Context: an optimization exercise on an open-source flow, tuned for small area. The choices shown serve that exercise and are no tape-out recipe. The RTL was checked by simulation tests, not by an equivalence proof against the original design.

== lagoon ==
==> flow/design.v <==
module icache_nb_hold (
    input  logic q, w, wn, dn,
    output logic d
);
    assign d = ~((q | w) & (wn | dn));
endmodule
module icache_nb_aoi222 (
    input  logic a0, b0, a1, b1, a2, b2,
    output logic y
);
    assign y = ~((a0 & b0) | (a1 & b1) | (a2 & b2));
endmodule
module icache_nb_rd #(
    parameter int N = 33
) (
    input  logic [N-1:0] s,
    input  logic [N-1:0] d,
    output logic         y
);
    localparam int G3 = N / 3;           
    localparam int R  = N - 3 * G3;      
    logic [G3:0] t;
    for (genvar g = 0; g < G3; g++) begin : grp
        icache_nb_aoi222 u (
            .a0(s[3*g]),   .b0(d[3*g]),
            .a1(s[3*g+1]), .b1(d[3*g+1]),
            .a2(s[3*g+2]), .b2(d[3*g+2]),
            .y(t[g]));
    end
    if (R == 2) begin : rest2
        assign t[G3] = ~((s[N-2] & d[N-2]) | (s[N-1] & d[N-1]));
    end else if (R == 1) begin : rest1
        assign t[G3] = ~(s[N-1] & d[N-1]);
    end else begin : rest0
        assign t[G3] = 1'b1;
    end
    assign y = ~&t;
endmodule
module icache_nb (
    input  logic        clock,
    input  logic        reset,
    input  logic [63:0] proc2Icache_addr,
    input  logic [3:0]  Imem2proc_response,
    input  logic [63:0] Imem2proc_data,
    input  logic [3:0]  Imem2proc_tag,
    output logic [1:0]  proc2Imem_command,
    output logic [63:0] proc2Imem_addr,
    output logic [63:0] Icache_data_out,
    output logic        Icache_valid_out,
    output logic [1:0]  outstanding_count
);
    logic        par;                  
    logic [31:0] line_valid;
    logic [7:0]  line_tag  [32];       
    logic [63:0] line_data [32];       
    logic [1:0]  ent_valid;
    logic [3:0]  ent_memtag [2];
    logic [12:0] ent_line   [2];       
    logic [12:0] cur_line;
    logic [4:0]  cur_idx;
    logic [7:0]  cur_tag;
    logic [31:0] sel, dsel;
    assign cur_line = proc2Icache_addr[15:3];
    assign cur_idx  = cur_line[4:0];
    assign cur_tag  = cur_line[12:5];
    always_comb
        for (int i = 0; i < 32; i++)
            sel[i] = (cur_idx == 5'(i));
    logic [7:0] tag_rd;
    logic       valid_rd;
    for (genvar b = 0; b < 8; b++) begin : tag_read
        logic [31:0] col;
        for (genvar i = 0; i < 32; i++) begin : c
            assign col[i] = line_tag[i][b];
        end
        icache_nb_rd #(.N(32)) u (.s(sel), .d(col), .y(tag_rd[b]));
    end
    icache_nb_rd #(.N(32)) valid_read (.s(sel), .d(line_valid), .y(valid_rd));
    logic array_hit;
    assign array_hit = valid_rd && (tag_rd == (cur_tag ^ {8{par}}));
    logic [1:0] match_line, fill_m;
    always_comb
        for (int i = 0; i < 2; i++) begin
            match_line[i] = ent_line[i] == cur_line;
            fill_m[i]     = ent_valid[i] && ent_memtag[i] == Imem2proc_tag &&
                            Imem2proc_tag != 4'd0;
        end
    logic        cur_pending, have_free, free_slot, fill_hit, fill_slot, bypass;
    logic [12:0] fill_line;
    assign cur_pending = |(ent_valid & match_line);
    assign have_free   = ~&ent_valid;
    assign free_slot   = ent_valid[0];
    assign fill_hit    = |fill_m;
    assign fill_slot   = ~fill_m[0];
    assign fill_line   = fill_slot ? ent_line[1] : ent_line[0];
    assign bypass      = fill_slot ? (fill_m[1] & match_line[1])
                                   : (fill_m[0] & match_line[0]);
    logic req_valid, alloc;
    assign req_valid = !array_hit && !cur_pending && have_free;
    assign alloc     = reset && req_valid && (Imem2proc_response != 4'd0);
    assign proc2Imem_command = {1'b0, reset && req_valid};
    assign proc2Imem_addr    = {proc2Icache_addr[63:3], 3'b000};
    assign Icache_valid_out  = reset && (array_hit || bypass);
    assign outstanding_count = {&ent_valid, ^ent_valid};
    logic [63:0] fdat_n;
    logic [7:0]  ftag_n;
    assign fdat_n = Imem2proc_data ^ {64{par}};
    assign ftag_n = fill_line[12:5] ^ {8{par}};
    assign dsel = sel & {32{~cur_pending}};
    logic [63:0] data_rd;
    for (genvar b = 0; b < 64; b++) begin : data_read
        logic [31:0] col;
        for (genvar i = 0; i < 32; i++) begin : c
            assign col[i] = line_data[i][b];
        end
        icache_nb_rd #(.N(33)) u (.s({bypass, dsel}), .d({fdat_n[b], col}), .y(data_rd[b]));
    end
    assign Icache_data_out = data_rd ^ {64{par}};
    logic [31:0] wr, wr_n;
    always_comb
        for (int i = 0; i < 32; i++) begin
            wr[i]   = fill_hit && (fill_line[4:0] == 5'(i));
            wr_n[i] = ~wr[i];
        end
    logic [63:0] data_nx [32];
    logic [7:0]  tag_nx  [32];
    for (genvar i = 0; i < 32; i++) begin : line
        for (genvar b = 0; b < 64; b++) begin : d
            icache_nb_hold u (.q(line_data[i][b]), .w(wr[i]), .wn(wr_n[i]),
                              .dn(fdat_n[b]), .d(data_nx[i][b]));
        end
        for (genvar b = 0; b < 8; b++) begin : t
            icache_nb_hold u (.q(line_tag[i][b]), .w(wr[i]), .wn(wr_n[i]),
                              .dn(ftag_n[b]), .d(tag_nx[i][b]));
        end
    end
    always_ff @(posedge clock) begin
        par <= reset && !par;
        for (int i = 0; i < 32; i++) begin
            line_data[i] <= data_nx[i];
            line_tag[i]  <= tag_nx[i];
        end
    end
    always_ff @(posedge clock) begin
        if (!reset) begin
            line_valid <= '0;
            ent_valid  <= '0;
        end else begin
            line_valid <= line_valid | wr;
            for (int i = 0; i < 2; i++)
                if (fill_m[i]) ent_valid[i] <= 1'b0;
            if (alloc)
                ent_valid[free_slot] <= 1'b1;
        end
    end
    always_ff @(posedge clock)
        if (alloc) begin
            ent_memtag[free_slot] <= Imem2proc_response;
            ent_line[free_slot]   <= cur_line;
        end
endmodule
==> flow/config.mk <==
export PLATFORM = sky130hd
export DESIGN_NAME = icache_nb
export DESIGN_NICKNAME = icache_nb
export VERILOG_FILES = /design/flow/design.v
export SDC_FILE = /design/flow/constraint.sdc
export NUM_CORES = 4
export LEC_CHECK = 0
export CAP_MARGIN = 20
export CORE_MARGIN = 2
export CORE_UTILIZATION = 72
export CTS_CLUSTER_DIAMETER = 100
export CTS_CLUSTER_SIZE = 30
export SETUP_SLACK_MARGIN = 0.3
export SLEW_MARGIN = 20
export SYNTH_HIERARCHICAL = 1
==> flow/constraint.sdc <==
create_clock -name core_clock -period 7.5 [get_ports {clock}]
set_input_delay 1.5000 -clock core_clock [delete_from_list [all_inputs] [get_ports {clock}]]
set_output_delay 1.5000 -clock core_clock [all_outputs]
set_load 0.01 [all_outputs]
standard.sh (not shown) runs the stock make flow with config.mk's settings and CLKGATE_MAP_FILE= SYNTH_SCRIPT=/design/flow/synth_recipe.tcl, a recipe that flattens the netlist after the stock synthesis.
==> flow/flow/run.sh <==
#!/bin/bash
# Own layout flow: the standard ORFS layout (standard.sh, unchanged
# synthesis) with plain buffers on the ports instead of delay cells.
# Each tool's output goes to a log file in the work folder.
set -euo pipefail
export BUFFER_PORTS_ARGS="-buffer_cell sky130_fd_sc_hd__buf_1"
bash standard.sh > standard_flow.log 2>&1
Input changes introduced in amber (baseline for comparison: lagoon):
-- flow/config.mk --
<<< lagoon, line 9
export CORE_MARGIN = 2
export CORE_UTILIZATION = 72
export CTS_CLUSTER_DIAMETER = 100
>>> amber, line 9
export CORE_MARGIN = 2
export CORE_UTILIZATION = 65
export CTS_CLUSTER_DIAMETER = 100
[summary]
Diff lagoon..amber | area after synthesis | unchanged. Cell area, amber vs lagoon: up slightly. lagoon -> amber: cell count increased by a few percent. Clock-pin slew of the registers on the worst-case setup and hold paths (lower): amber. From lagoon to amber the numbers moved as follows: die span in y +17 µm, via count -about 0.4%, maximum frequency ~0 delta. The lower number of instances resized during post-cts repair came out of lagoon. Going from lagoon to amber, the sequential share of layout area was found to have gone down by 0.26 points. amber — total track usage 3.8 points lower, lagoon as reference. Against lagoon, final critical-path required period in amber came out worse.

[static timing again, ports no longer ideal]
How much do the figures lean on ideal ports? The routed layouts below were timed once more, with nothing changed but the port constraints.
Step 1: set_driving_cell puts a clkbuf_16 on clock and a buf_2 on each other input, an assumption about the parent block.
Step 2 times the ports against the registers' clock, not the clock port: input delays grow and output delays shrink by t, the midpoint of the rising clock arrivals with the driver on.
Three values: ideal ports, drivers, drivers and shift; two values: the first two.
| run | t, ns | setup slack, ns | worst hold slack (ns) |
|---|---|---|---|
| lagoon | 0.830 | 0.281 / 0.244 / 0.244 | 0.449 / 0.449 / 0.449 |
| amber | 0.843 | 0.263 / 0.239 / 0.239 | 0.445 / 0.445 / 0.445 |
After both steps every run listed still meets setup and hold. The setup slack of lagoon, which loses most, moves by -0.037 ns with the drivers and by -0.037 ns with both steps.
